From an optimization exercise on the open Yosys and OpenROAD flow, aimed at small area and a short achievable clock period; shortcuts taken in it are not production practice.
At most, simulation tests tie the RTL to the original design; equivalence was not proved.
Function not checked in runs 2, 6 and 7: the RTL went through the layout flow alone.
Power figures rest on the tool's default switching activity, not on a simulated workload.

$ cat run.sh
#!/bin/bash
# synth_recipe.tcl (not shown) runs the flow's synth.tcl, then flattens the netlist and writes it again
# the make line also repeats each setting of config.mk as NAME=value (left out here)
make -C /OpenROAD-flow-scripts/flow DESIGN_CONFIG=/design/flow/config.mk WORK_HOME=/design/flow/orfs CLKGATE_MAP_FILE= SYNTH_SCRIPT=/design/flow/synth_recipe.tcl finish
$ cat config.mk
export PLATFORM = sky130hd
export DESIGN_NAME = icmp_echo_top
export DESIGN_NICKNAME = icmp_echo_top
export VERILOG_FILES = /design/flow/design.v
export SDC_FILE = /design/flow/constraint.sdc
export NUM_CORES = 4
export LEC_CHECK = 0
export CAP_MARGIN = 20
export CORE_MARGIN = 2
export CORE_UTILIZATION = 40
export CTS_CLUSTER_DIAMETER = 100
export CTS_CLUSTER_SIZE = 25
export SETUP_SLACK_MARGIN = 3.8
export SLEW_MARGIN = 20
$ cat constraint.sdc
create_clock -name core_clock -period 6.0 [get_ports {clk}]
set_input_delay 1.2000 -clock core_clock [delete_from_list [all_inputs] [get_ports {clk}]]
set_output_delay 1.2000 -clock core_clock [all_outputs]
set_load 0.01 [all_outputs]
$ cat design.v
package icmp_pkg;
    localparam int RING_LEN = 256 + 4;
    localparam int TAP_STEP = 8;
endpackage
`timescale 1ns/1ns
module icmp_payload_ram
(
    input  logic       clk,
    input  logic       wr_en,
    input  logic [7:0] wr_data,
    input  logic [8:0] rd_pos,
    output logic [7:0] rd_data
);
    localparam int N  = icmp_pkg::RING_LEN;
    localparam int S  = icmp_pkg::TAP_STEP;
    localparam int NG = (N + S - 1) / S;
    logic [7:0] ring [N];
    logic [7:0] grp;
    logic [7:0] dly  [1:S];
    always_ff @(posedge clk)
    begin
        ring[0] <= wr_en ? wr_data : ring[N-1];
        for (int i = 1; i < N; i++)
            ring[i] <= ring[i-1];
    end
    always_comb
    begin
        grp = '0;
        for (int g = 0; g < NG; g++)
            grp = grp | ({8{rd_pos[8:3] == 6'(g)}} & ring[g*S]);
    end
    always_ff @(posedge clk)
    begin
        dly[1] <= grp;
        for (int k = 2; k <= S; k++)
            dly[k] <= dly[k-1];
    end
    always_comb
    begin
        rd_data = '0;
        for (int k = 1; k <= S; k++)
            rd_data = rd_data | ({8{rd_pos[2:0] == 3'(k-1)}} & dly[k]);
    end
endmodule
`timescale 1ns/1ns
module icmp_echo_top #(
    parameter int unsigned tx_timeout = 1023
)
(
    input  logic        clk,
    input  logic        rstn,
    input  logic        rx_req,
    input  logic [15:0] rx_len,
    input  logic [7:0]  rx_data,
    input  logic        rx_error,
    input  logic        ip_tx_ack,
    input  logic        data_req,
    input  logic        mac_send_end,
    output logic        tx_req,
    output logic        tx_ready,
    output logic [7:0]  tx_data,
    output logic        tx_end
);
    logic s_idle;      
    logic s_recv;      
    logic s_pad;       
    logic s_f1;
    logic s_f2;
    logic s_ver;       
    logic s_start;     
    logic s_wack;      
    logic s_ready;     
    logic s_send;      
    logic s_wend;      
    logic s_done;      
    logic [9:0]  cnt;        
    logic        cnt0;       
    logic        cnt_run;
    logic        last;       
    logic [8:0]  len;        
    logic        len_ok;
    logic        bad;
    logic        tmo;
    logic        chk_ok;
    logic [7:0]  code;
    logic [7:0]  x_chk, x_rep;
    logic        rep_take;   
    logic [7:0]  chk_p, chk_q;
    logic        chk_c;
    logic [7:0]  rep_p, rep_q;
    logic        rep_c;
    logic [8:0]  chk_s, rep_s;
    logic        rep_step;
    logic [8:0]  pos;
    logic [7:0]  rd_data;
    logic [7:0]  next_byte;
    assign tx_req   = s_wack;
    assign tx_ready = s_ready;
    assign len_ok  = (rx_len[15:9] == 7'd0) &&
                     (rx_len[8] ? (rx_len[7:0] <= 8'd8) : (rx_len[7:3] != 5'd0));
    assign bad     = rx_error || (cnt0 && rx_data != 8'd8);
    assign tmo     = (cnt == 10'(tx_timeout));
    assign chk_ok  = (chk_p == 8'hff) && (chk_q == 8'hff);
    assign cnt_run = s_recv || s_send || (s_ready && !data_req);
    always_ff @(posedge clk)
    begin
        if (!rstn)
        begin
            s_idle  <= 1'b1;
            s_recv  <= 1'b0;
            s_pad   <= 1'b0;
            s_f1    <= 1'b0;
            s_f2    <= 1'b0;
            s_ver   <= 1'b0;
            s_start <= 1'b0;
            s_wack  <= 1'b0;
            s_ready <= 1'b0;
            s_send  <= 1'b0;
            s_wend  <= 1'b0;
            s_done  <= 1'b0;
            tx_data <= 8'h00;
            tx_end  <= 1'b0;
        end
        else
        begin
            s_idle  <= (s_idle && !(rx_req && len_ok)) || (s_recv && bad) ||
                       (s_ver && !chk_ok) || s_done;
            s_recv  <= (s_idle && rx_req && len_ok) || (s_recv && !bad && !last);
            s_pad   <= s_recv && !bad && last;
            s_f1    <= s_pad;
            s_f2    <= s_f1;
            s_ver   <= s_f2;
            s_start <= s_ver && chk_ok;
            s_wack  <= s_start || (s_wack && !ip_tx_ack);
            s_ready <= (s_wack && ip_tx_ack) || (s_ready && !data_req && !tmo);
            s_send  <= (s_ready && data_req) || (s_send && !last);
            s_wend  <= (s_send && last) || (s_wend && !mac_send_end);
            s_done  <= (s_ready && !data_req && tmo) || (s_wend && mac_send_end);
            tx_data <= s_send ? next_byte : 8'h00;
            tx_end  <= s_send && last;
        end
    end
    always_ff @(posedge clk)
    begin
        cnt  <= cnt_run ? cnt + 10'd1 : 10'd0;
        cnt0 <= !cnt_run || (cnt == 10'h3ff);
        last <= cnt_run && (cnt + 10'd2 == {1'b0, len});
        if (s_idle)
            len <= rx_len[8:0];
    end
    always_ff @(posedge clk)
    begin
        if (s_recv)
        begin
            case (cnt)
                10'd1:   code <= rx_data;
                default: ;
            endcase
        end
    end
    assign x_chk = s_recv ? rx_data : 8'h00;
    assign x_rep = rep_take ? rx_data : 8'h00;
    always_ff @(posedge clk)
        rep_take <= rstn && s_recv && !bad && !last && !(cnt == 10'd1 || cnt == 10'd2);
    assign chk_s = {1'b0, chk_p} + {1'b0, x_chk} + {8'h00, chk_c};
    assign rep_s = {1'b0, rep_p} + {1'b0, x_rep} + {8'h00, rep_c};
    assign rep_step = s_recv || s_pad || s_f1 || s_f2 || (s_ver && !len[0]);
    always_ff @(posedge clk)
    begin
        if (s_idle)
        begin
            chk_p <= '0;
            chk_q <= '0;
            chk_c <= 1'b0;
            rep_p <= '0;
            rep_q <= '0;
            rep_c <= 1'b0;
        end
        else
        begin
            chk_p <= chk_q;
            chk_q <= chk_s[7:0];
            chk_c <= chk_s[8];
            if (rep_step)
            begin
                rep_p <= rep_q;
                rep_q <= rep_s[7:0];
                rep_c <= rep_s[8];
            end
        end
    end
    always_ff @(posedge clk)
    begin
        if (s_idle)
            pos <= 9'(icmp_pkg::RING_LEN - 5);
        else if (!(s_send && cnt >= 10'd3))
            pos <= (pos == 9'(icmp_pkg::RING_LEN - 1)) ? 9'd0 : pos + 9'd1;
    end
    icmp_payload_ram u_ram (
        .clk     (clk),
        .wr_en   (s_recv),
        .wr_data (rx_data),
        .rd_pos  (pos),
        .rd_data (rd_data)
    );
    always_comb
    begin
        case (cnt)
            10'd0:   next_byte = 8'd0;
            10'd1:   next_byte = code;
            10'd2:   next_byte = ~rep_p;
            10'd3:   next_byte = ~rep_q;
            default: next_byte = rd_data;    
        endcase
    end
endmodule
==> results of run 1 <==
-- flip-flops by register name, summed over array words and instances (netlist names), 8 cells and up --
signal      flops
cnt            10
u_ram.dly      64
code            8
rep_q           8
chk_p           8
pos             9
tx_data         8
len             9
rep_p           8
chk_q           8
u_ram.ring   2080
-- worst max-delay path, stage by stage --
cell	delay (ns)
buf_12	0.11
nand2_8	0.05
fa_2	0.21
inv_2	0.04
fa_2	0.36
a21o_1	0.17
a21oi_2	0.16
nor2b_1	0.07
o21a_1	0.20
or3_1	0.29
and3_1	0.14
-- worst paths after layout --
path,cells past startpoint,endpoint,startpoint
max,11,chk_q[6],rx_data[0]
min,0,u_ram.ring[36][4],u_ram.ring[35][4]
max reg2reg,10,chk_q[6],s_recv
min reg2reg,0,u_ram.ring[36][4],u_ram.ring[35][4]
-- what timing repair did --
action	in CTS	in global routing
gates resized for setup	111	43
cloned	0	0
buffers inserted	24	15
pin swaps	18	20
endpoints found under the setup margin	55	38
-- layout by cell type (no fill, tap or decap), types with 14 or more instances in the layout --
cell	n
and2_1	14
edfxtp_1	17
a21oi_1	28
nor2b_1	15
a222oi_1	15
xnor2_1	17
buf_4	59
nand2_1	63
inv_1	26
a22o_1	19
nor2_1	50
nand3_1	24
a221oi_1	18
a22oi_1	94
clkbuf_16	103
nand4_1	23
nor2_2	16
clkdlybuf4s50_1	23
ha_1	14
dfxtp_1	2205
-- power by group through the flow --
stage | Combinational, W | Sequential, W | Clock (W)
3_3_place_gp | 0.0000380 | 0.0152 | 0
2_1_floorplan | 0.0000103 | 0.0152 | 0
5_1_grt | 0.0000420 | 0.0149 | 0.00804
6_report | 0.0000394 | 0.0149 | 0.00729
4_1_cts | 0.0000371 | 0.0149 | 0.00750
3_5_place_dp | 0.0000381 | 0.0152 | 0
-- cell usage after synthesis (all sizes together), types with 14 or more instances --
cell,count
clkbuf,18
nand4,23
nor2,79
dfxtp,2221
and2,18
nor2b,17
a21oi,36
o21ai,18
xnor2,17
nand3,26
a222oi,15
a22oi,94
a221oi,19
inv,30
edfxtp,17
ha,25
nand2,66
a22o,19
nor3,14
-- area by class of cell --
type	instances	share of cell area, %
clock inverters	8	0.178
multi-input cells	620	8.46
inverters	31	0.216
clock buffers	106	4.66
repair buffers	109	1.77
diodes	1	0.00451
flip-flops and latches	2238	81.0
well taps	1625	3.66
-- cell families (layout without fill, tap and decap cells) --
kind of cell | count (synthesis) | count (layout) | synth area share [%]
flip-flops | 2238 | 2238 | 91.0
AND/OR/NAND/NOR | 293 | 293 | 3.11
AO/OA/AOI/OAI | 260 | 260 | 3.92
buffers and inverters | 62 | 254 | 0.496
XOR/XNOR | 30 | 30 | 0.532
adder cells (fa/ha/maj) | 29 | 29 | 0.795
multiplexers | 8 | 8 | 0.162
other | 0 | 1 | 0
-- through the flow --
step	instances	setup WS [ns]
floorplan	2920	3.11
global placement	4584	2.28
detailed placement	4584	2.31
CTS	4722	3.60
global route	4737	3.53
finish	4738	3.57
-- metal layers --
metal  vias to the layer above  GRT usage (%)  wire length, um
met5                         -              0                0
met4                         0           3.92             1870
met3                       117           2.24             3250
met2                       320           18.9            34400
met1                      9758           18.8            41500
li1                       9868              -                -
==> flow_summary.yaml, run 1 <==
synthesis:
  synthArstFlopShare_pct: 0
  synth.top_cells.by_area: "dfxtp_1 (90%), a22oi_1 (1.4%), edfxtp_1 (1.0%), ha_1 (0.63%), nor2_1 (0.52%)"
  syn-cell-area_mm2: 0.0494
  synth_warnings: 4
  seq_area_frac_synth_pct: 91.0
  synth_edf_count: 17
  yosysTopAreaCellShare_pct: 90.0
  synth_ff_type: "dfxtp_1"
  synthCells: 2920
  syn_area_per_cell_um2: 16.9
  synth.distinct_cells: 67
  synth_top_area_cell: "dfxtp_1"
  synthesis.nets: 2980
  ys_ff_latch: 2238
timing:
  fmax_ghz: 0.412
  final-hold-violation-count: 0
  finalCriticalPeriod_ns: 2.43
  slew_viol_final: 0
  tightest_slew_ns: 0.752
  grt_setup_unrepaired: "yes"
  fin_crit_sh_pct: 40.4
  relSlewSlack_pct: 49.8
  hold_ws_ns: 0.307
  fin_setup_tns_ns: 0
  finalSetupViolations: 0
  skew_ns: 0.0259
final_layout:
  fin_area_mm2: 0.0555
  drive_above_1_share_pct: 9.61
  nFillCells: 10448
  regArea_mm2: 0.0450
  final_nets: 3160
  area_growth_pct: 12.3
  final_core_util_pct: 45.4
  multi_input_area_mm2: 0.00470
power:
  netSwitchingPower_w: 0.00421
  powerDensity_mw_per_mm2: 400
  p_int_w: 0.0180
  p_sw_share_pct: 19.0
  leakage_nw: 21.4
  fin_total_pwr_w: 0.0222
  pwr-share-comb_pct: 0.2
  ir_worst_vdd_v: 0.000221
  pwr-share-clk_pct: 32.9
  power_frac_seq_pct: 67.0
global_route:
  overflow: 0
  grt_max_degree: 48
  globalRouteTotalUtil_pct: 12.7
  grt_first_pass_wirelength_mm: 119
  grt_pass1_vias: 18899
  antenna_found_initial: 6
setup_path:
  cp.required_ns: 6.59
  crit_type: "in2reg"
  arrival_ns: 3.02
  worst_setup_path_end_kind: "flop"
  crit_fanout: 4
  reg2reg_slack_ns: 3.73
  crit_path_start_kind: "primary input"
clocking:
  cts_made_buffers: 100
  clock_sinks: 2238
  hold_buffers: 0
  cts-root-buf: "clkbuf_16"
  clock_path_buffers: 3
  clk_pin_slew_worst_paths_ns: 0.09
  clk_latency_ns: 0.71
  htree_levels: 3
  cts_tree: "built"
floorplanning:
  die_x_um: 356
  rows: 128
  die_h_um: 356
  start_util_pct: 40.4
  core_area_mm2: 0.122
  die-area_mm2: 0.126
  ios: 42
route:
  antenna_left: 0
  wirelength_mm: 81.0
  wl_per_cell_um: 17.1
  drt-initial-drc-count: 1493
  drc: 0
  via_per_inst: 4.23
  num_vias: 20063
  drt-pass1-iter-count: 7
placement:
  place.gp.congestion: 0.803
  io_buffers: 41
  placed_cell_area_mm2: 0.0521
  dp_hpwl_mm: 51.1
job:
  cap_violations: 0
hold_path:
  hold_class: "reg2reg"
outcome:
  status: "no timing/DRC/antenna violations"
==> run 2: changes to the inputs <==
--- a/design.v
+++ b/design.v
@@ -10,4 +10,5 @@
     input  logic [7:0] wr_data,
     input  logic [8:0] rd_pos,
+    input  logic [8:0] rd_pos_next,    
     output logic [7:0] rd_data
 );
@@ -24,9 +25,19 @@
             ring[i] <= ring[i-1];
     end
+    localparam int NH = (NG + 7) / 8;
+    logic [NH-1:0] gsel_h;
+    logic [7:0]    gsel_l;
+    always_ff @(posedge clk)
+    begin
+        for (int h = 0; h < NH; h++)
+            gsel_h[h] <= (rd_pos_next[8:6] == 3'(h));
+        for (int l = 0; l < 8; l++)
+            gsel_l[l] <= (rd_pos_next[5:3] == 3'(l));
+    end
     always_comb
     begin
         grp = '0;
         for (int g = 0; g < NG; g++)
-            grp = grp | ({8{rd_pos[8:3] == 6'(g)}} & ring[g*S]);
+            grp = grp | ({8{gsel_h[g/8] && gsel_l[g%8]}} & ring[g*S]);
     end
     always_ff @(posedge clk)
@@ -84,6 +95,8 @@
     logic        chk_ok;
     logic [7:0]  code;
+    logic [7:0]  rx_q;       
+    logic        v_chk;      
+    logic        v_rep;      
     logic [7:0]  x_chk, x_rep;
-    logic        rep_take;   
     logic [7:0]  chk_p, chk_q;
     logic        chk_c;
@@ -93,4 +106,5 @@
     logic        rep_step;
     logic [8:0]  pos;
+    logic [8:0]  pos_next;
     logic [7:0]  rd_data;
     logic [7:0]  next_byte;
@@ -101,5 +115,5 @@
     assign bad     = rx_error || (cnt0 && rx_data != 8'd8);
     assign tmo     = (cnt == 10'(tx_timeout));
-    assign chk_ok  = (chk_p == 8'hff) && (chk_q == 8'hff);
+    assign chk_ok  = !chk_c && (chk_p == 8'hff) && (chk_q == 8'hff);
     assign cnt_run = s_recv || s_send || (s_ready && !data_req);
     always_ff @(posedge clk)
@@ -159,11 +173,15 @@
         end
     end
-    assign x_chk = s_recv ? rx_data : 8'h00;
-    assign x_rep = rep_take ? rx_data : 8'h00;
-    always_ff @(posedge clk)
-        rep_take <= rstn && s_recv && !bad && !last && !(cnt == 10'd1 || cnt == 10'd2);
+    always_ff @(posedge clk)
+    begin
+        rx_q  <= rx_data;
+        v_chk <= s_recv;
+        v_rep <= s_recv && !(cnt0 || cnt == 10'd2 || cnt == 10'd3);
+    end
+    assign x_chk = v_chk ? rx_q : 8'h00;
+    assign x_rep = v_rep ? rx_q : 8'h00;
     assign chk_s = {1'b0, chk_p} + {1'b0, x_chk} + {8'h00, chk_c};
     assign rep_s = {1'b0, rep_p} + {1'b0, x_rep} + {8'h00, rep_c};
-    assign rep_step = s_recv || s_pad || s_f1 || s_f2 || (s_ver && !len[0]);
+    assign rep_step = s_recv || s_pad || s_f1 || s_f2 || s_ver || (s_start && !len[0]);
     always_ff @(posedge clk)
     begin
@@ -190,16 +208,21 @@
         end
     end
-    always_ff @(posedge clk)
+    always_comb
     begin
         if (s_idle)
-            pos <= 9'(icmp_pkg::RING_LEN - 5);
+            pos_next = 9'(icmp_pkg::RING_LEN - 5);
         else if (!(s_send && cnt >= 10'd3))
-            pos <= (pos == 9'(icmp_pkg::RING_LEN - 1)) ? 9'd0 : pos + 9'd1;
-    end
+            pos_next = (pos == 9'(icmp_pkg::RING_LEN - 1)) ? 9'd0 : pos + 9'd1;
+        else
+            pos_next = pos;
+    end
+    always_ff @(posedge clk)
+        pos <= pos_next;
     icmp_payload_ram u_ram (
         .clk     (clk),
         .wr_en   (s_recv),
         .wr_data (rx_data),
-        .rd_pos  (pos),
+        .rd_pos      (pos),
+        .rd_pos_next (pos_next),
         .rd_data (rd_data)
     );
--- a/config.mk
+++ b/config.mk
@@ -11,4 +11,4 @@
 export CTS_CLUSTER_DIAMETER = 100
 export CTS_CLUSTER_SIZE = 25
-export SETUP_SLACK_MARGIN = 3.8
+export SETUP_SLACK_MARGIN = 3.7
 export SLEW_MARGIN = 20
==> flow_summary.yaml, run 2 <==
global_route:
  gr-usage-met2_pct: 17.2
  overflow: 0
  grt_first_pass_wirelength_mm: 115
  grt_max_degree: 56
  met3_usage_pct: 2.25
  globalRouteTotalUtil_pct: 11.5
  grt_pass1_vias: 19784
  antenna_found_initial: 5
  grt_util_met1_pct: 17.1
  grt_busiest_layer: "met2"
final_layout:
  final_cell_mix: "dfxtp_1 (2,216), clkbuf_16 (102), nand2_1 (75), a22oi_1 (74), nor2_1 (55)"
  top_regs: "u_ram.ring (2080), u_ram.dly (64), cnt (10)"
  drive_above_1_share_pct: 6.63
  area_growth_pct: 10.1
  final_nets: 3169
  regMostFlops: "u_ram.ring"
  nFillCells: 10954
  fin_area_mm2: 0.0555
  final_common_cell: "dfxtp_1"
  instances_no_fill: 4774
  largest_reg_flops: 2080
setup_path:
  crit_type: "reg2out"
  slowest_delay_ns: 0.34
  crit_chain: "buf_6"
  worst_setup_path_end_kind: "primary output"
  critPathTopFamily: "flip-flops"
  slowest_stage: "dfxtp_2"
  cp.required_ns: 4.80
  cp_num_buf_inv: 1
  arrival_ns: 1.13
  crit_fanout: 2
  crit_path_start_kind: "flop"
outcome:
  status: "no timing/DRC/antenna violations"
synthesis:
  synth_warnings: 4
  syn_area_per_cell_um2: 16.7
  ys_ff_latch: 2260
  synthesis.nets: 3076
  yosysTopAreaCellShare_pct: 89.1
  synthArstFlopShare_pct: 0
  synth.distinct_cells: 72
  synth_ff_type: "dfxtp_1"
  seq_area_frac_synth_pct: 90.1
  synthCells: 3016
  yosys-top-cells-count: "dfxtp_1 (2,243), nand2_1 (75), a22oi_1 (74)"
  synth_top_area_cell: "dfxtp_1"
  synth_edf_count: 17
  syn-cell-area_mm2: 0.0504
  yosysMostFrequentCell: "dfxtp_1"
  synth.top_cells.by_area: "dfxtp_1 (89%), a22oi_1 (1.1%), edfxtp_1 (1.0%), a222oi_1 (0.93%), ha_1 (0.62%)"
power:
  powerDensity_mw_per_mm2: 402
  ir_worst_vdd_v: 0.000205
  leakage_nw: 21.4
route:
  drt-pass1-iter-count: 5
  antenna_left: 0
  wirelength_mm: 74.7
  num_vias: 20270
  wl_per_cell_um: 15.6
  drc: 0
  via_per_inst: 4.25
  drt-initial-drc-count: 1483
clocking:
  clock_path_buffers: 3
  clk_pin_slew_worst_paths_ns: 0.10
  clock_sinks: 2260
  clk_latency_ns: 0.69
  cts-root-buf: "clkbuf_16"
  hold_buffers: 0
  cts_tree: "built"
  htree_levels: 3
  cts_made_buffers: 100
placement:
  dp_hpwl_mm: 43.1
  io_buffers: 41
  placed_cell_area_mm2: 0.0527
  place.gp.congestion: 0.795
  placed_cells: 4654
timing:
  slew_viol_final: 0
  skew_ns: 0.0243
  tightest_slew_ns: 1.04
  finalCriticalPeriod_ns: 2.33
  fin_setup_tns_ns: 0
  finalSetupViolations: 0
  fin_crit_sh_pct: 38.9
  grt_setup_unrepaired: "yes"
  relSlewSlack_pct: 30.9
  fmax_ghz: 0.429
  final-hold-violation-count: 0
floorplanning:
  start_util_pct: 40.2
  core_area_mm2: 0.125
  die_x_um: 359
  die-area_mm2: 0.129
  rows: 130
  ios: 42
  die_h_um: 359
hold_path:
  hold_class: "reg2reg"
job:
  cap_violations: 0
run 2: changes by cell type after synthesis, moves of 12 or more:
cell / change
a22o_1: +14
dfxtp_1: +22
a221oi_1: -12
nand4_1: -12
a222oi_1: +32
clkbuf_1: +26
a22oi_1: -20
nor2_1: -13
run 2: power by group:
| group | internal (W) | leakage, nW | switching, W |
|---|---|---|---|
| logic | 0.0000233 | 1.85 | 0.0000155 |
| registers | 0.0150 | 18.2 | 0.00000751 |
| clock network | 0.00307 | 1.30 | 0.00415 |
| total | 0.0181 | 21.4 | 0.00417 |
run 2: per-stage QoR:
stage	util, %	hold WS [ns]	total power [W]	worst slack (ns)
after floorplan	-	0.310	0.0154	3.70
after global placement	42.1	0.310	0.0154	2.84
after detailed placement	42.1	0.312	0.0154	2.83
after CTS	44.2	0.312	0.0225	3.61
after global routing	44.3	0.310	0.0231	3.61
final	44.3	0.315	0.0223	3.67
run 2: layer usage:
layer,up-vias,wire length (um)
met5,-,0
met3,95,3030
li1,10042,-
met1,9856,38900
met2,277,31400
met4,0,1360
run 2: final timing paths:
kind | start | endpoint | slack [ns] | cells after the start
worst max-delay path | s_ready | tx_ready | 3.67 | 1
worst min-delay path | u_ram.ring[131][7] | u_ram.ring[132][7] | 0.32 | 0
worst max register to register | v_chk | chk_c | 3.77 | 8
worst min register to register | u_ram.ring[131][7] | u_ram.ring[132][7] | 0.32 | 0
run 2: final cells by class:
type | instances | area [um2] | share of cell area [%]
flip-flops and latches | 2260 | 45400 | 81.9
multi-input cells | 646 | 4620 | 8.32
clock buffers | 107 | 2570 | 4.63
well taps | 1650 | 2060 | 3.72
repair buffers | 60 | 547 | 0.986
inverters | 41 | 154 | 0.277
clock inverters | 6 | 67.6 | 0.122
diodes | 4 | 10.0 | 0.0180
run 2: kinds of logic after synthesis:
group | synth area share (%)
AOI/OAI and AO/OA | 4.34
xor gates and xnor gates | 0.452
adders and majority gates | 0.780
buffers and inverters | 0.938
DFF | 90.1
muxes | 0.387
and+or+nand+nor | 2.99
run 2: what timing repair did:
item | in CTS | in global routing
resized for setup | 71 | 21
buffers inserted | 2 | 1
setup endpoints to repair | 27 | 36
pin swaps | 2 | 3
==> run 3: changes to the inputs <==
--- a/design.v
+++ b/design.v
@@ -2,4 +2,26 @@
     localparam int RING_LEN = 256 + 4;
     localparam int TAP_STEP = 8;
+    function automatic logic [8:0] add8(input logic [7:0] a, input logic [7:0] b,
+                                        input logic ci);
+        logic [7:0] g, p, gg, pp, gn, pn;
+        g  = a & b;
+        p  = a ^ b;
+        gg = g;
+        pp = p;
+        gg[0] = g[0] | (p[0] & ci);
+        for (int d = 1; d < 8; d = d * 2)
+        begin
+            gn = gg;
+            pn = pp;
+            for (int i = d; i < 8; i++)
+            begin
+                gn[i] = gg[i] | (pp[i] & gg[i-d]);
+                pn[i] = pp[i] & pp[i-d];
+            end
+            gg = gn;
+            pp = pn;
+        end
+        add8 = {gg[7], p ^ {gg[6:0], ci}};
+    endfunction
 endpackage
 `timescale 1ns/1ns
@@ -89,5 +111,5 @@
     logic        cnt_run;
     logic        last;       
-    logic [8:0]  len;        
+    logic [8:0]  len_m2;     
     logic        len_ok;
     logic        bad;
@@ -159,7 +181,7 @@
         cnt  <= cnt_run ? cnt + 10'd1 : 10'd0;
         cnt0 <= !cnt_run || (cnt == 10'h3ff);
-        last <= cnt_run && (cnt + 10'd2 == {1'b0, len});
+        last <= cnt_run && (cnt == {1'b0, len_m2});
         if (s_idle)
-            len <= rx_len[8:0];
+            len_m2 <= rx_len[8:0] - 9'd2;
     end
     always_ff @(posedge clk)
@@ -181,7 +203,7 @@
     assign x_chk = v_chk ? rx_q : 8'h00;
     assign x_rep = v_rep ? rx_q : 8'h00;
-    assign chk_s = {1'b0, chk_p} + {1'b0, x_chk} + {8'h00, chk_c};
-    assign rep_s = {1'b0, rep_p} + {1'b0, x_rep} + {8'h00, rep_c};
-    assign rep_step = s_recv || s_pad || s_f1 || s_f2 || s_ver || (s_start && !len[0]);
+    assign chk_s = icmp_pkg::add8(chk_p, x_chk, chk_c);
+    assign rep_s = icmp_pkg::add8(rep_p, x_rep, rep_c);
+    assign rep_step = s_recv || s_pad || s_f1 || s_f2 || s_ver || (s_start && !len_m2[0]);
     always_ff @(posedge clk)
     begin
==> flow_summary.yaml, run 3 <==
placement:
  placed_cells: 4601
  io_buffers: 41
  dp_hpwl_mm: 43.2
  placed_cell_area_mm2: 0.0525
  place.gp.congestion: 0.801
power:
  pwr-share-clk_pct: 32.6
  p_sw_share_pct: 18.7
  pwr-share-comb_pct: 0.2
  leakage_nw: 21.4
  p_int_w: 0.0181
  netSwitchingPower_w: 0.00418
  power_frac_seq_pct: 67.3
  powerDensity_mw_per_mm2: 403
  ir_worst_vdd_v: 0.000251
synthesis:
  synthesis.nets: 3021
  synth_top_area_cell: "dfxtp_1"
  synthCells: 2961
  synth_ff_type: "dfxtp_1"
  yosysTopAreaCellShare_pct: 89.7
  synth_edf_count: 17
  synth.top_cells.by_area: "dfxtp_1 (90%), edfxtp_1 (1.0%), a22oi_1 (0.96%), a222oi_1 (0.78%), a22o_1 (0.63%)"
  ys_ff_latch: 2260
  synth.distinct_cells: 65
  yosys-top-cells-count: "dfxtp_1 (2,243), a22oi_1 (64), nand2_1 (63)"
  synthArstFlopShare_pct: 0
  syn-cell-area_mm2: 0.0501
  syn_area_per_cell_um2: 16.9
  yosysMostFrequentCell: "dfxtp_1"
  seq_area_frac_synth_pct: 90.7
  synth_warnings: 4
hold_path:
  hold_class: "reg2reg"
  whs_path_depth: 0
route:
  drc: 0
  num_vias: 19924
  antenna_left: 0
  drt-pass1-iter-count: 7
  drt-initial-drc-count: 1394
  wirelength_mm: 74.7
  via_per_inst: 4.21
  wl_per_cell_um: 15.8
clocking:
  clock_path_buffers: 3
  cts-root-buf: "clkbuf_16"
  clk_latency_ns: 0.69
  cts_tree: "built"
  htree_levels: 3
  clk_pin_slew_worst_paths_ns: 0.09
  clock_sinks: 2260
  hold_buffers: 0
  cts_made_buffers: 100
setup_path:
  crit_fanout: 1
  worst_setup_path_end_kind: "primary output"
  rr_worst_depth: 9
  slowest_stage: "dfxtp_2"
  crit_type: "reg2out"
  cp_num_buf_inv: 1
  cp.required_ns: 4.80
  arrival_ns: 1.13
  crit_chain: "buf_6"
  critPathTopFamily: "flip-flops"
  crit_path_start_kind: "flop"
  slowest_delay_ns: 0.36
  path_depth: 1
final_layout:
  final_cell_mix: "dfxtp_1 (2,218), clkbuf_16 (102), a22oi_1 (64), nand2_1 (63), nor2_1 (60)"
  regMostFlops: "u_ram.ring"
  largest_reg_flops: 2080
  drive_above_1_share_pct: 7.08
  final_nets: 3143
  fin_area_mm2: 0.0554
  final_common_cell: "dfxtp_1"
  instances_no_fill: 4732
  top_regs: "u_ram.ring (2080), u_ram.dly (64), cnt (10)"
  area_growth_pct: 10.7
floorplanning:
  die_x_um: 358
  ios: 42
  die-area_mm2: 0.128
  die_h_um: 358
  core_area_mm2: 0.124
  rows: 129
  start_util_pct: 40.4
global_route:
  overflow: 0
  grt_max_degree: 50
  grt_first_pass_wirelength_mm: 113
  globalRouteTotalUtil_pct: 11.6
  antenna_found_initial: 3
  grt_pass1_vias: 19391
timing:
  finalSetupViolations: 0
  relSlewSlack_pct: 46.6
  slew_viol_final: 0
  fin_setup_tns_ns: 0
  skew_ns: 0.0317
  fin_crit_sh_pct: 38.9
  grt_setup_unrepaired: "yes"
  tightest_slew_ns: 0.801
  finalCriticalPeriod_ns: 2.33
  final-hold-violation-count: 0
  fmax_ghz: 0.429
outcome:
  status: "no timing/DRC/antenna violations"
job:
  cap_violations: 0
==> run 3: cell types whose count changed in the layout (fill, tap and decap cells not counted), moves of 6 or more <==
cell	previous run	this run
buf_4	19	30
xor2_1	9	21
a22oi_1	74	64
o22ai_1	3	9
inv_1	40	28
nand2_1	75	63
nor2b_1	26	19
a222oi_1	47	39
o21ai_1	0	7
==> run 3: per-layer routing <==
metal	GRT usage [%]	share of wire (%)	vias up
li1	-	-	9886
met1	17.6	53	9673
met2	16.9	41	275
met3	1.94	3.7	90
met4	3.54	1.9	0
met5	0	0	-
==> run 3: area by class of cell <==
cell class / instances / area [um2]
well taps: 1637 / 2050
diodes: 2 / 5.00
repair buffers: 72 / 649
multi-input cells: 617 / 4490
inverters: 32 / 140
fillers: 10752 / 68500
clock buffers: 105 / 2560
clock inverters: 7 / 97.6
flip-flops and latches: 2260 / 45400
==> run 3: kinds of logic after synthesis <==
family          count (synthesis)  share of synthesized area [%]
compound gates                272                           4.19
xor+xnor                       38                          0.709
fa+ha+maj                      29                          0.784
buf+inv                        85                          0.637
flops                        2260                           90.7
mux                            15                          0.320
simple gates                  262                           2.69
==> run 3: per-stage QoR <==
step / util, % / power [W] / hold slack [ns] / worst slack, ns
6_report: 44.7 / 0.0223 / 0.314 / 3.67
3_5_place_dp: 42.3 / 0.0154 / 0.312 / 2.74
2_1_floorplan: - / 0.0154 / 0.310 / 3.62
4_1_cts: 44.6 / 0.0226 / 0.318 / 3.49
5_1_grt: 44.7 / 0.0231 / 0.317 / 3.61
3_3_place_gp: 42.3 / 0.0154 / 0.310 / 2.77
==> run 3: worst paths after layout <==
| path | from | slack [ns] | end |
|---|---|---|---|
| worst min-delay path | u_ram.ring[102][7] | 0.31 | u_ram.ring[103][7] |
| worst max-delay path | tx_data[5] | 3.67 | tx_data[5] |
| worst min register to register | u_ram.ring[102][7] | 0.31 | u_ram.ring[103][7] |
| worst max register to register | rx_q[0] | 3.71 | chk_q[6] |
==> run 3: repair_timing <==
item / in CTS / in global routing
pin swaps: 9 / 10
gates cloned: 0 / 1
gates resized for setup: 77 / 21
setup buffers: 5 / 11
endpoints found under the setup margin: 20 / 41
==> run 3: power groups by stage <==
stage	combinational, W	sequential, W	clock (W)
6_report	0.0000435	0.0150	0.00727
4_1_cts	0.0000432	0.0150	0.00751
3_5_place_dp	0.0000426	0.0154	0
5_1_grt	0.0000472	0.0150	0.00806
2_1_floorplan	0.0000136	0.0154	0
3_3_place_gp	0.0000423	0.0154	0
==> run 4: changes to the inputs <==
--- a/config.mk
+++ b/config.mk
@@ -10,5 +10,5 @@
 export CORE_UTILIZATION = 40
 export CTS_CLUSTER_DIAMETER = 100
-export CTS_CLUSTER_SIZE = 25
+export CTS_CLUSTER_SIZE = 28
 export SETUP_SLACK_MARGIN = 3.7
 export SLEW_MARGIN = 20
==> flow_summary.yaml, run 4 <==
outcome:
  status: "no timing/DRC/antenna violations"
route:
  drc: 0
  antenna_left: 0
  wirelength_mm: 74.2
  drt-initial-drc-count: 1385
  num_vias: 19877
  via_per_inst: 4.21
  wl_per_cell_um: 15.7
  drt-pass1-iter-count: 6
setup_path:
  crit_path_start_kind: "flop"
  arrival_ns: 1.13
  cp.required_ns: 4.80
  cp_num_buf_inv: 1
  crit_fanout: 2
  slowest_stage: "dfxtp_2"
  worst_setup_path_end_kind: "primary output"
  critPathTopFamily: "flip-flops"
  slowest_delay_ns: 0.34
  crit_chain: "clkbuf_2"
  crit_type: "reg2out"
placement:
  io_buffers: 41
  dp_hpwl_mm: 43.2
  place.gp.congestion: 0.801
  place_ws_ns: 2.74
clocking:
  clk_pin_slew_worst_paths_ns: 0.11
  cts-root-buf: "clkbuf_16"
  clock_path_buffers: 3
  htree_levels: 3
  clk_latency_ns: 0.67
  clock_sinks: 2260
  cts_tree: "built"
  cts_made_buffers: 90
global_route:
  grt_first_pass_wirelength_mm: 113
  antenna_found_initial: 3
  grt_max_degree: 50
  overflow: 0
  globalRouteTotalUtil_pct: 11.5
  grt_pass1_vias: 19211
floorplanning:
  die_x_um: 358
  die-area_mm2: 0.128
  ios: 42
  die_h_um: 358
  rows: 129
  start_util_pct: 40.4
  core_area_mm2: 0.124
final_layout:
  drive_above_1_share_pct: 6.60
  nFillCells: 10781
  area_growth_pct: 9.96
  final_cell_mix: "dfxtp_1 (2,217), clkbuf_16 (90), a22oi_1 (64), nand2_1 (63), nor2_1 (60)"
  top_regs: "u_ram.ring (2080), u_ram.dly (64), cnt (10)"
  final_nets: 3130
  regMostFlops: "u_ram.ring"
  largest_reg_flops: 2080
  final_common_cell: "dfxtp_1"
timing:
  final-hold-violation-count: 0
  setup_ws_ns: 3.67
  slew_viol_final: 0
  finalCriticalPeriod_ns: 2.33
  fin_crit_sh_pct: 38.9
  fin_setup_tns_ns: 0
  fmax_ghz: 0.428
  grt_setup_unrepaired: "yes"
  relSlewSlack_pct: 46.4
  skew_ns: 0.0268
  finalSetupViolations: 0
  tightest_slew_ns: 0.803
  hold_ws_ns: 0.314
synthesis:
  synth.top_cells.by_area: "dfxtp_1 (90%), edfxtp_1 (1.0%), a22oi_1 (0.96%), a222oi_1 (0.78%), a22o_1 (0.63%)"
  yosys-top-cells-count: "dfxtp_1 (2,243), a22oi_1 (64), nand2_1 (63)"
  syn-cell-area_mm2: 0.0501
  syn_area_per_cell_um2: 16.9
  synth.distinct_cells: 65
  synth_edf_count: 17
  synth_warnings: 4
  yosysTopAreaCellShare_pct: 89.7
  ys_ff_latch: 2260
  yosysMostFrequentCell: "dfxtp_1"
  seq_area_frac_synth_pct: 90.7
  synthArstFlopShare_pct: 0
  synthCells: 2961
  synthesis.nets: 3021
  synth_ff_type: "dfxtp_1"
  synth_top_area_cell: "dfxtp_1"
power:
  powerDensity_mw_per_mm2: 397
  ir_worst_vdd_v: 0.000274
  fin_total_pwr_w: 0.0219
  leakage_nw: 21.2
hold_path:
  hold_class: "reg2reg"
job:
  cap_violations: 0
-- run 4: cell counts after synthesis --
No cell type changed its count.
-- run 4: routing by layer --
layer / share of wire, % / global-route usage, % / up-vias / routed length [um]
li1: - / - / 9853 / -
met1: 53 / 17.5 / 9635 / 39600
met2: 41 / 16.9 / 286 / 30300
met3: 3.7 / 1.93 / 103 / 2730
met4: 2.0 / 3.17 / 0 / 1490
met5: 0 / 0 / - / 0
-- run 4: area by class of cell --
type	instances	area, um2	area share, %
repair buffers	70	634	1.15
well taps	1637	2050	3.72
inverters	32	140	0.254
clock buffers	92	2260	4.10
diodes	3	7.51	0.0136
clock inverters	7	80.1	0.145
multi-input cells	616	4460	8.09
flip-flops and latches	2260	45400	82.5
-- run 4: logic make-up (layout without fill, tap and decap cells) --
| group | count (synthesis) | in the layout | share of synthesized area (%) |
|---|---|---|---|
| DFF | 2260 | 2260 | 90.7 |
| AOI/OAI and AO/OA | 272 | 272 | 4.19 |
| and+or+nand+nor | 262 | 262 | 2.69 |
| buffers and inverters | 85 | 201 | 0.637 |
| xor gates and xnor gates | 38 | 38 | 0.709 |
| adders and majority gates | 29 | 29 | 0.784 |
| muxes | 15 | 15 | 0.320 |
| other | 0 | 3 | 0 |
-- run 4: per-stage QoR --
| step | std cells | area [um2] | utilization [%] |
|---|---|---|---|
| 2_1_floorplan | 2961 | 50100 | - |
| 4_1_cts | 4705 | 54900 | 44.3 |
| 6_report | 4717 | 55100 | 44.4 |
| 3_3_place_gp | 4601 | 52500 | 42.3 |
| 5_1_grt | 4714 | 55100 | 44.4 |
| 3_5_place_dp | 4601 | 52500 | 42.3 |
-- run 4: power by group --
part           switching, W  internal, W  leakage, nW  total [W]
logic             0.0000182    0.0000246         1.82  0.0000429
clock network       0.00409      0.00274         1.15    0.00682
registers        0.00000557       0.0150         18.2     0.0150
-- run 4: worst paths after layout --
kind	start	to	slack [ns]	cells after the start
worst max register to register	rx_q[0]	chk_q[6]	3.71	9
worst min-delay path	u_ram.ring[60][0]	u_ram.ring[61][0]	0.31	0
worst max-delay path	s_ready	tx_ready	3.67	1
worst min register to register	u_ram.ring[60][0]	u_ram.ring[61][0]	0.31	0
-- run 4: timing repair --
action	in CTS	in global routing
setup endpoints to repair	20	44
buffers inserted	5	9
resized for setup	76	19
pin swaps	9	8
hold buffers	0	0
==> run 5: changes to the inputs <==
--- a/config.mk
+++ b/config.mk
@@ -8,7 +8,8 @@
 export CAP_MARGIN = 20
 export CORE_MARGIN = 2
-export CORE_UTILIZATION = 40
+export CORE_UTILIZATION = 50
 export CTS_CLUSTER_DIAMETER = 100
 export CTS_CLUSTER_SIZE = 28
-export SETUP_SLACK_MARGIN = 3.7
+export PLACE_DENSITY = 0.7
+export SETUP_SLACK_MARGIN = 3.75
 export SLEW_MARGIN = 20
==> flow_summary.yaml, run 5 <==
outcome:
  status: "no timing/DRC/antenna violations"
floorplanning:
  start_util_pct: 50.2
  rows: 116
  die_x_um: 321
  core_area_mm2: 0.0997
  die_h_um: 321
  ios: 42
  die-area_mm2: 0.103
synthesis:
  syn-cell-area_mm2: 0.0501
  synth_top_area_cell: "dfxtp_1"
  yosysTopAreaCellShare_pct: 89.7
  synth-xor-area-share_pct: 0.709
  synth-compound-area-share_pct: 4.19
  yosysMostFrequentCell: "dfxtp_1"
  yosys-mux-area-fraction_pct: 0.320
  synth_edf_count: 17
  synthArstFlopShare_pct: 0
  synth-simple-area-share_pct: 2.69
  synthCells: 2961
  syn_area_per_cell_um2: 16.9
  yosys-top-cells-count: "dfxtp_1 (2,243), a22oi_1 (64), nand2_1 (63)"
  synth_top_family_by_area: "compound AO/OA/AOI/OAI gates"
  synth_warnings: 4
  synthesis.nets: 3021
  synth.top_cells.by_area: "dfxtp_1 (90%), edfxtp_1 (1.0%), a22oi_1 (0.96%), a222oi_1 (0.78%), a22o_1 (0.63%)"
  ys_ff_latch: 2260
  seq_area_frac_synth_pct: 90.7
  synth_fa_ha_area_share_pct: 0.784
  synth_ff_type: "dfxtp_1"
  synth.distinct_cells: 65
timing:
  fin_setup_tns_ns: 0
  fmax_ghz: 0.425
  finalSetupViolations: 0
  grt_setup_unrepaired: "yes"
  tightest_slew_ns: 0.754
  setup_ws_ns: 3.64
  skew_ns: 0.0332
  fin_crit_sh_pct: 39.3
  relSlewSlack_pct: 49.7
  finalCriticalPeriod_ns: 2.36
  final-hold-violation-count: 0
  slew_viol_final: 0
setup_path:
  crit_path_end: "tx_data[7]"
  rr_worst_depth: 9
  timing.rr.end: "chk_q[6]"
  crit_chain: "buf_6"
  cp_num_buf_inv: 1
  arrival_ns: 1.16
  slowest_delay_ns: 0.36
  slowest_stage: "dfxtp_2"
  worst_setup_path_end_kind: "primary output"
  crit_type: "reg2out"
  path_depth: 1
  reg2reg_slack_ns: 3.76
  cp.required_ns: 4.80
  crit_fanout: 1
  timing.rr.start: "v_chk"
  crit_path_start_kind: "flop"
  critPathTopFamily: "flip-flops"
  startpoint: "tx_data[7]"
power:
  pwr-share-clk_pct: 31.3
  p_sw_share_pct: 18.7
  pwr-share-comb_pct: 0.2
  p_int_w: 0.0178
  power_frac_seq_pct: 68.5
  leakage_nw: 21.2
  ir_worst_vdd_v: 0.000258
  powerDensity_mw_per_mm2: 401
  netSwitchingPower_w: 0.00410
clocking:
  cts_made_buffers: 90
  clock_path_buffers: 3
  clk_latency_ns: 0.70
  clock_sinks: 2260
  clk_pin_slew_worst_paths_ns: 0.11
  htree_levels: 3
  cts_tree: "built"
  cts-root-buf: "clkbuf_16"
global_route:
  grt_pass1_vias: 19350
  grt_max_degree: 50
  overflow: 0
  antenna_found_initial: 3
  globalRouteTotalUtil_pct: 14.1
  grt_first_pass_wirelength_mm: 111
final_layout:
  drive_above_1_share_pct: 6.66
  nFillCells: 7520
  n_antenna_cell: 0
  top_regs: "u_ram.ring (2080), u_ram.dly (64), cnt (10)"
  final_cell_mix: "dfxtp_1 (2,222), clkbuf_16 (92), a22oi_1 (64), nand2_1 (63), nor2_1 (60)"
  multi_input_area_mm2: 0.00448
  regMostFlops: "u_ram.ring"
  final_nets: 3129
  area_growth_pct: 9.19
  final_common_cell: "dfxtp_1"
  instances_no_fill: 4376
  final_core_util_pct: 54.8
  largest_reg_flops: 2080
  regArea_mm2: 0.0454
job:
  cap_violations: 0
route:
  antenna_left: 0
  wl_per_cell_um: 16.6
  drt-pass1-iter-count: 5
  wirelength_mm: 72.5
  num_vias: 19824
  drc: 0
  via_per_inst: 4.53
  drt-initial-drc-count: 1401
placement:
  io_buffers: 41
  placed_cells: 4260
  place.gp.congestion: 0.820
  dp_hpwl_mm: 42.3
  place_ws_ns: 2.75
hold_path:
  hold_class: "reg2reg"
[run 5: cell counts after synthesis]
No cell type changed its count.
[run 5: final cells by class]
cell class,instances,share of cell area (%)
Clock buffer,95,4.23
Clock inverter,6,0.130
Inverter,32,0.249
Multi-Input combinational cell,616,8.19
Sequential cell,2260,83.1
Tap cell,1298,2.97
Timing Repair Buffer,69,1.13
[run 5: worst min path at each step]
stage                             startpoint                 end  slack, ns  cells past startpoint
after global routing      u_ram.ring[239][7]  u_ram.ring[240][7]       0.33                      0
after CTS                  u_ram.ring[79][6]   u_ram.ring[80][6]       0.31                      0
final                      u_ram.ring[11][4]   u_ram.ring[12][4]       0.31                      0
after global placement    u_ram.ring[149][7]  u_ram.ring[150][7]       0.31                      0
after detailed placement    u_ram.ring[9][3]   u_ram.ring[10][3]       0.31                      0
after floorplan            u_ram.ring[99][0]  u_ram.ring[100][0]       0.31                      0
[run 5: timing repair]
action	in CTS	in global routing
endpoints found under the hold margin	0	0
endpoints found under the setup margin	27	52
pin swaps	7	11
resized for setup	67	33
buffers inserted	5	10
hold buffers	0	0
cloned	0	0
[run 5: cell families (layout without fill, tap and decap cells)]
kind of cell             after synthesis  after routing
AO/OA/AOI/OAI                        272            272
XOR/XNOR                              38             38
adder cells (fa/ha/maj)               29             29
buffers and inverters                 85            202
flip-flops                          2260           2260
multiplexers                          15             15
AND/OR/NAND/NOR                      262            262
[run 5: layer usage]
metal | global-route usage (%) | share of wire (%) | wire, um
met1 | 21.6 | 52 | 37800
met2 | 20.6 | 41 | 30100
met3 | 2.10 | 4.1 | 2970
met4 | 4.60 | 2.4 | 1710
met5 | 0 | 0 | 0
[run 5: through the flow]
stage                     power [W]  area, um2  hold slack, ns
after floorplan              0.0154      50100           0.310
after global placement       0.0154      52100           0.310
after detailed placement     0.0154      52100           0.312
after CTS                    0.0221      54500           0.313
after global routing         0.0226      54700           0.329
final                        0.0219      54700           0.313
[run 5: power groups by stage]
stage	clock network [W]	logic, W	registers [W]
floorplan	0	0.0000136	0.0154
global placement	0	0.0000421	0.0154
detailed placement	0	0.0000425	0.0154
CTS	0.00705	0.0000430	0.0150
global route	0.00756	0.0000475	0.0150
finish	0.00686	0.0000435	0.0150
==> run 6: changes to the inputs <==
--- a/design.v
+++ b/design.v
@@ -117,8 +117,6 @@
     logic        chk_ok;
     logic [7:0]  code;
-    logic [7:0]  rx_q;       
-    logic        v_chk;      
-    logic        v_rep;      
     logic [7:0]  x_chk, x_rep;
+    logic        rep_take;   
     logic [7:0]  chk_p, chk_q;
     logic        chk_c;
@@ -137,5 +135,5 @@
     assign bad     = rx_error || (cnt0 && rx_data != 8'd8);
     assign tmo     = (cnt == 10'(tx_timeout));
-    assign chk_ok  = !chk_c && (chk_p == 8'hff) && (chk_q == 8'hff);
+    assign chk_ok  = (chk_p == 8'hff) && (chk_q == 8'hff);
     assign cnt_run = s_recv || s_send || (s_ready && !data_req);
     always_ff @(posedge clk)
@@ -195,15 +193,11 @@
         end
     end
-    always_ff @(posedge clk)
-    begin
-        rx_q  <= rx_data;
-        v_chk <= s_recv;
-        v_rep <= s_recv && !(cnt0 || cnt == 10'd2 || cnt == 10'd3);
-    end
-    assign x_chk = v_chk ? rx_q : 8'h00;
-    assign x_rep = v_rep ? rx_q : 8'h00;
+    assign x_chk = s_recv ? rx_data : 8'h00;
+    assign x_rep = rep_take ? rx_data : 8'h00;
+    always_ff @(posedge clk)
+        rep_take <= rstn && s_recv && !bad && !last && !(cnt == 10'd1 || cnt == 10'd2);
     assign chk_s = icmp_pkg::add8(chk_p, x_chk, chk_c);
     assign rep_s = icmp_pkg::add8(rep_p, x_rep, rep_c);
-    assign rep_step = s_recv || s_pad || s_f1 || s_f2 || s_ver || (s_start && !len_m2[0]);
+    assign rep_step = s_recv || s_pad || s_f1 || s_f2 || (s_ver && !len_m2[0]);
     always_ff @(posedge clk)
     begin
--- a/config.mk
+++ b/config.mk
@@ -8,8 +8,7 @@
 export CAP_MARGIN = 20
 export CORE_MARGIN = 2
-export CORE_UTILIZATION = 50
+export CORE_UTILIZATION = 40
 export CTS_CLUSTER_DIAMETER = 100
 export CTS_CLUSTER_SIZE = 28
-export PLACE_DENSITY = 0.7
-export SETUP_SLACK_MARGIN = 3.75
+export SETUP_SLACK_MARGIN = 3.7
 export SLEW_MARGIN = 20
==> flow_summary.yaml, run 6 <==
setup_path:
  rr_worst_depth: 6
  worst_setup_path_end_kind: "flop"
  cp.required_ns: 6.58
  crit_path_start_kind: "primary input"
  timing.rr.end: "u_ram.gsel_h[4]"
  startpoint: "rx_data[7]"
  timing.rr.start: "cnt[7]"
  crit_fanout: 5
  arrival_ns: 2.92
  reg2reg_slack_ns: 3.73
  crit_type: "in2reg"
route:
  route.met2.wl_mm: 30.4
  via_per_inst: 4.20
  top_layer_used: "met4"
  antenna_left: 0
  wl_per_cell_um: 15.6
  wl_met1_mm: 38.1
  drc: 0
  drt-pass1-iter-count: 5
  routed-wl-met3_mm: 3.05
  drt-initial-drc-count: 1368
  wirelength_mm: 73.4
  num_vias: 19828
global_route:
  overflow: 0
  grt_max_degree: 51
  grt_pass1_vias: 19014
  grt_first_pass_wirelength_mm: 111
  globalRouteTotalUtil_pct: 11.3
  antenna_found_initial: 3
timing:
  skew_ns: 0.0202
  finalCriticalPeriod_ns: 2.34
  tightest_slew_ns: 0.810
  final-hold-violation-count: 0
  fin_crit_sh_pct: 39.0
  finalSetupViolations: 0
  slew_viol_final: 0
  relSlewSlack_pct: 46.0
  fmax_ghz: 0.427
  fin_setup_tns_ns: 0
  grt_setup_unrepaired: "yes"
synthesis:
  synth_top_area_cell: "dfxtp_1"
  synth_ff_type: "dfxtp_1"
  syn-cell-area_mm2: 0.0500
  synthCells: 2966
  yosysTopAreaCellShare_pct: 89.5
  synthArstFlopShare_pct: 0
  yosysMostFrequentCell: "dfxtp_1"
  synth_warnings: 4
  ys_ff_latch: 2251
  syn_area_per_cell_um2: 16.8
  synth.top_cells.by_area: "dfxtp_1 (90%), a22oi_1 (1.1%), edfxtp_1 (1.0%), a222oi_1 (1.0%), a22o_1 (0.63%)"
  synth_edf_count: 17
  seq_area_frac_synth_pct: 90.6
  synth.distinct_cells: 57
  synthesis.nets: 3026
  yosys-top-cells-count: "dfxtp_1 (2,234), nand2_1 (75), a22oi_1 (74)"
clocking:
  cts-root-buf: "clkbuf_16"
  clock_path_buffers: 3
  clk_latency_ns: 0.68
  clock_sinks: 2251
  cts_tree: "built"
  cts_made_buffers: 90
  clk_pin_slew_worst_paths_ns: 0.12
  hold_buffers: 0
  htree_levels: 3
hold_path:
  whs_path_depth: 0
  min-delay-start: "u_ram.ring[21][1]"
  hold_class: "reg2reg"
  hold-path-endpoint: "u_ram.ring[22][1]"
final_layout:
  final_common_cell: "dfxtp_1"
  largest_reg_flops: 2080
  fin_area_mm2: 0.0551
  top_regs: "u_ram.ring (2080), u_ram.dly (64), cnt (10)"
  area_growth_pct: 10.3
  nFillCells: 10701
  final_cell_mix: "dfxtp_1 (2,206), clkbuf_16 (91), nand2_1 (73), a22oi_1 (72), a222oi_1 (50)"
  drive_above_1_share_pct: 7.50
  final_nets: 3134
  regMostFlops: "u_ram.ring"
placement:
  io_buffers: 41
  dp_hpwl_mm: 40.0
  place.gp.congestion: 0.774
  placed_cell_area_mm2: 0.0524
floorplanning:
  ios: 42
  start_util_pct: 40.3
  die_x_um: 357
  core_area_mm2: 0.124
  die_h_um: 357
  die-area_mm2: 0.128
  rows: 129
power:
  leakage_nw: 21.3
  ir_worst_vdd_v: 0.000223
  powerDensity_mw_per_mm2: 396
job:
  cap_violations: 0
outcome:
  status: "no timing/DRC/antenna violations"
[run 6: cell count changes after synthesis, moves of 5 or more]
cell      change
o22ai_1       -6
a22oi_1      +10
a221oi_1      -5
a32oi_1       -5
nor2_1        -9
inv_1        +16
and2_1        -5
nand3_1       +7
dfxtp_1       -9
nand2_1      +12
a222oi_1     +11
a21oi_1       -9
[run 6: layout make-up]
class                      instances  area, um2  share of cell area, %
clock buffer                      95       2290                   4.16
sequential                      2251      45300                   82.2
multi-input combinational        610       4580                   8.31
clock inverter                     4       46.3                 0.0840
antenna                            2       5.00                0.00908
tap                             1637       2050                   3.72
timing repair buffer              74        672                   1.22
inverter                          47        176                  0.320
[run 6: through the flow]
| step | worst slack (ns) | total power [W] | cells | hold slack (ns) | util, % |
|---|---|---|---|---|---|
| floorplan | 3.26 | 0.0153 | 2966 | 0.310 | - |
| global placement | 2.37 | 0.0153 | 4602 | 0.310 | 42.3 |
| detailed placement | 2.34 | 0.0154 | 4602 | 0.312 | 42.3 |
| CTS | 3.60 | 0.0221 | 4707 | 0.320 | 44.3 |
| global route | 3.61 | 0.0226 | 4718 | 0.318 | 44.5 |
| finish | 3.66 | 0.0218 | 4720 | 0.317 | 44.5 |
[run 6: worst max path at each step]
stage | endpoint | slack, ns | cells after the start
4_1_cts | tx_data[0] | 3.60 | 1
3_3_place_gp | rep_c | 2.37 | 11
6_report | rep_q[7] | 3.66 | 5
3_5_place_dp | chk_c | 2.34 | 11
2_1_floorplan | rep_c | 3.26 | 10
5_1_grt | tx_ready | 3.61 | 1
[run 6: routing by layer]
metal / up-vias / track usage, %
met3: 98 / 1.75
met1: 9566 / 16.9
met4: 0 / 3.97
met2: 317 / 16.6
met5: - / 0
li1: 9847 / -
[run 6: cells by family (layout without fill, tap and decap cells)]
| group | after synthesis | after routing | share of synthesized area (%) |
|---|---|---|---|
| compound gates | 256 | 256 | 4.04 |
| xor+xnor | 39 | 39 | 0.714 |
| fa+ha+maj | 29 | 29 | 0.787 |
| buf+inv | 105 | 220 | 0.789 |
| flops | 2251 | 2251 | 90.6 |
| mux | 15 | 15 | 0.318 |
| other cells | 0 | 2 | 0 |
| simple gates | 271 | 271 | 2.80 |
[run 6: report_power, final]
part	switching [W]	total (W)	internal, W
Combinational	0.0000227	0.0000474	0.0000248
Sequential	0.00000429	0.0150	0.0150
Clock	0.00405	0.00681	0.00276
[run 6: critical path, cell delays in order]
cell	delay (ns)
clkdlybuf4s50_1	0.56
and2_1	0.24
ha_1	0.31
or4_1	0.50
o311ai_0	0.10
[run 6: repair_timing]
action	in CTS	in global routing
setup buffers	6	11
gates resized for setup	90	45
pin swaps	8	19
setup endpoints to repair	50	41
endpoints found under the hold margin	0	0
==> run 7: changes to the inputs <==
--- a/config.mk
+++ b/config.mk
@@ -6,4 +6,5 @@
 export NUM_CORES = 4
 export LEC_CHECK = 0
+export ABC_AREA = 1
 export CAP_MARGIN = 20
 export CORE_MARGIN = 2
==> flow_summary.yaml, run 7 <==
setup_path:
  critPathTopFamily: "flip-flops"
  cp.required_ns: 4.80
  slowest_delay_ns: 0.37
  crit_type: "reg2out"
  crit_path_start_kind: "flop"
  crit_fanout: 1
  slowest_stage: "dfxtp_2"
  crit_chain: "buf_6"
  worst_setup_path_end_kind: "primary output"
  cp_num_buf_inv: 1
  arrival_ns: 1.16
global_route:
  met3_usage_pct: 2.12
  grt_first_pass_wirelength_mm: 116
  grt_busiest_layer: "met2"
  grt_pass1_vias: 20558
  grt_util_met1_pct: 16.9
  globalRouteTotalUtil_pct: 11.6
  grt_max_degree: 30
  overflow: 0
  gr-usage-met2_pct: 17.5
  antenna_found_initial: 0
power:
  ir_worst_vdd_v: 0.000201
  leakage_nw: 22.6
  p_sw_share_pct: 19.1
  p_int_w: 0.0179
  netSwitchingPower_w: 0.00422
  pwr-share-clk_pct: 32.2
  power_frac_seq_pct: 67.6
  powerDensity_mw_per_mm2: 397
  pwr-share-comb_pct: 0.2
floorplanning:
  die-area_mm2: 0.129
  start_util_pct: 40.3
  die_x_um: 360
  core_area_mm2: 0.126
  die_h_um: 360
  rows: 130
  ios: 42
timing:
  skew_ns: 0.0329
  tightest_slew_ns: 0.882
  hold_ws_ns: 0.306
  grt_setup_unrepaired: "yes"
  relSlewSlack_pct: 40.9
  finalCriticalPeriod_ns: 2.36
  fin_setup_tns_ns: 0
  fin_crit_sh_pct: 39.3
  fmax_ghz: 0.425
  finalSetupViolations: 0
  final-hold-violation-count: 0
  slew_viol_final: 0
route:
  drt-initial-drc-count: 1112
  antenna_left: 0
  wl_per_cell_um: 14.5
  drt-pass1-iter-count: 4
  drc: 0
  wirelength_mm: 75.8
  num_vias: 21249
  via_per_inst: 4.08
synthesis:
  synthesis.nets: 3484
  syn-cell-area_mm2: 0.0506
  yosysMostFrequentCell: "dfxtp_1"
  ys_ff_latch: 2251
  synth_top_area_cell: "dfxtp_1"
  synth.distinct_cells: 40
  synth_ff_type: "dfxtp_1"
  synthCells: 3424
  synth_warnings: 4
  yosys-top-cells-count: "dfxtp_1 (2,234), nand2_1 (526), inv_1 (160)"
  synthArstFlopShare_pct: 0
  synth_edf_count: 17
  synth.top_cells.by_area: "dfxtp_1 (88%), nand2_1 (3.9%), inv_1 (1.2%), edfxtp_1 (1.0%), nand3_1 (0.96%)"
  syn_area_per_cell_um2: 14.8
  seq_area_frac_synth_pct: 89.4
  yosysTopAreaCellShare_pct: 88.4
final_layout:
  final_cell_mix: "dfxtp_1 (2,224), nand2_1 (524), inv_1 (158), nor2_1 (106), nand3_1 (97)"
  final_common_cell: "dfxtp_1"
  top_regs: "u_ram.ring (2080), u_ram.dly (64), cnt (10)"
  nFillCells: 11221
  area_growth_pct: 10.1
  drive_above_1_share_pct: 5.00
  largest_reg_flops: 2080
  final_nets: 3605
  regMostFlops: "u_ram.ring"
placement:
  dp_hpwl_mm: 48.5
  io_buffers: 41
  place.gp.congestion: 0.774
clocking:
  cts-root-buf: "clkbuf_16"
  cts_tree: "built"
  cts_made_buffers: 92
  htree_levels: 3
  hold_buffers: 0
  clock_path_buffers: 3
  clk_pin_slew_worst_paths_ns: 0.10
  clock_sinks: 2251
  clk_latency_ns: 0.70
hold_path:
  hold_class: "reg2reg"
outcome:
  status: "no timing/DRC/antenna violations"
job:
  cap_violations: 0
-- run 7: cell types whose count changed in the layout (fill, tap and decap cells not counted), sizes merged, moves of 17 or more --
cell | before | now
a22o | 36 | 1
nor2 | 51 | 111
nand2 | 75 | 533
buf | 46 | 18
nor2b | 21 | 0
inv | 51 | 170
a21oi | 31 | 56
a222oi | 50 | 0
nand3 | 38 | 103
o21ai | 16 | 33
a22oi | 74 | 0
nand4 | 16 | 41
and2 | 18 | 0
-- run 7: logic make-up after synthesis --
kind of cell	Yosys count	synth area share, %
and+or+nand+nor	828	6.87
buffers and inverters	187	1.44
xor gates and xnor gates	15	0.260
DFF	2251	89.4
AOI/OAI and AO/OA	114	1.28
adders and majority gates	29	0.776
-- run 7: per-layer routing --
layer | routed length (um) | share of wire [%]
met1 | 39400 | 52
met2 | 31900 | 42
met3 | 2750 | 3.6
met4 | 1770 | 2.3
met5 | 0 | 0
-- run 7: path summary, 6_finish.rpt --
kind / startpoint / endpoint / slack (ns) / cells past startpoint
setup / recovery: tx_data[1] / tx_data[1] / 3.64 / 1
setup reg to reg: u_ram.gsel_h[3] / u_ram.dly[1][6] / 3.80 / 6
hold reg to reg: u_ram.ring[246][1] / u_ram.ring[247][1] / 0.31 / 0
hold / removal: u_ram.ring[246][1] / u_ram.ring[247][1] / 0.31 / 0
-- run 7: power groups by stage --
| stage | Combinational (W) | Sequential [W] | Clock (W) |
|---|---|---|---|
| CTS | 0.0000447 | 0.0150 | 0.00736 |
| floorplan | 0.0000161 | 0.0153 | 0 |
| detailed placement | 0.0000443 | 0.0153 | 0 |
| global placement | 0.0000441 | 0.0153 | 0 |
| global route | 0.0000488 | 0.0150 | 0.00788 |
| finish | 0.0000437 | 0.0150 | 0.00711 |
-- run 7: timing repair --
item,in CTS,in global routing
setup endpoints to repair,46,38
pin swaps,1,1
buffers inserted,3,2
gates cloned,0,1
gates resized for setup,71,13
-- run 7: through the flow --
stage	utilization [%]	cell area [um2]	instances	setup WS [ns]	power [W]
finish	44.4	55700	5209	3.64	0.0221
global route	44.4	55700	5208	3.57	0.0229
CTS	44.3	55600	5205	3.55	0.0224
detailed placement	42.2	53000	5095	2.72	0.0153
global placement	42.2	53000	5095	2.69	0.0153
floorplan	-	50700	3424	3.54	0.0153
-- run 7: layout make-up --
class | instances | area (um2) | share of cell area (%)
Tap cell | 1650 | 2060 | 3.71
Antenna cell | 1 | 2.50 | 0.00449
Sequential cell | 2251 | 45200 | 81.2
Clock buffer | 97 | 2360 | 4.24
Timing Repair Buffer | 48 | 498 | 0.894
Clock inverter | 10 | 159 | 0.285
Multi-Input combinational cell | 987 | 4750 | 8.53
Inverter | 165 | 621 | 1.11

-- port drivers added, routing unchanged --
The results above use ideal ports. As a check the final layouts listed here were re-extracted and re-timed, cells and wires unchanged. Step 1 (the two cells are an assumption about what drives the block):
set clk [get_ports {clk}]
set_driving_cell -lib_cell sky130_fd_sc_hd__clkbuf_16 $clk
set_driving_cell -lib_cell sky130_fd_sc_hd__buf_2 [delete_from_list [all_inputs] $clk]
Step 2 times the ports against the registers' clock, not the clock port: input delays grow and output delays shrink by t, the midpoint of the rising clock arrivals with the driver on. a / b / c = no drivers / after step 1 / after step 2; a / b = the first two.
| run | t, ns | setup WS [ns] | cell pins on the clock port's net |
|---|---|---|---|
| run 1 | 0.765 | 3.573 / 3.582 / 2.832 | 1 |
| run 2 | 0.736 | 3.668 / 3.602 / 3.046 | 1 |
| run 3 | 0.745 | 3.667 / 3.595 / 3.063 | 1 |
| run 4 | 0.733 | 3.665 / 3.595 / 3.063 | 1 |
| run 5 | 0.737 | 3.645 / 3.582 / 3.191 | 1 |
| run 6 | 0.730 | 3.660 / 3.609 / 2.974 | 1 |
| run 7 | 0.739 | 3.645 / 3.582 / 3.120 | 1 |
After both steps setup and hold are still met in every run listed. For run 1, which loses most, drivers alone change the setup slack by +0.009 ns; drivers and shift together by -0.741 ns.
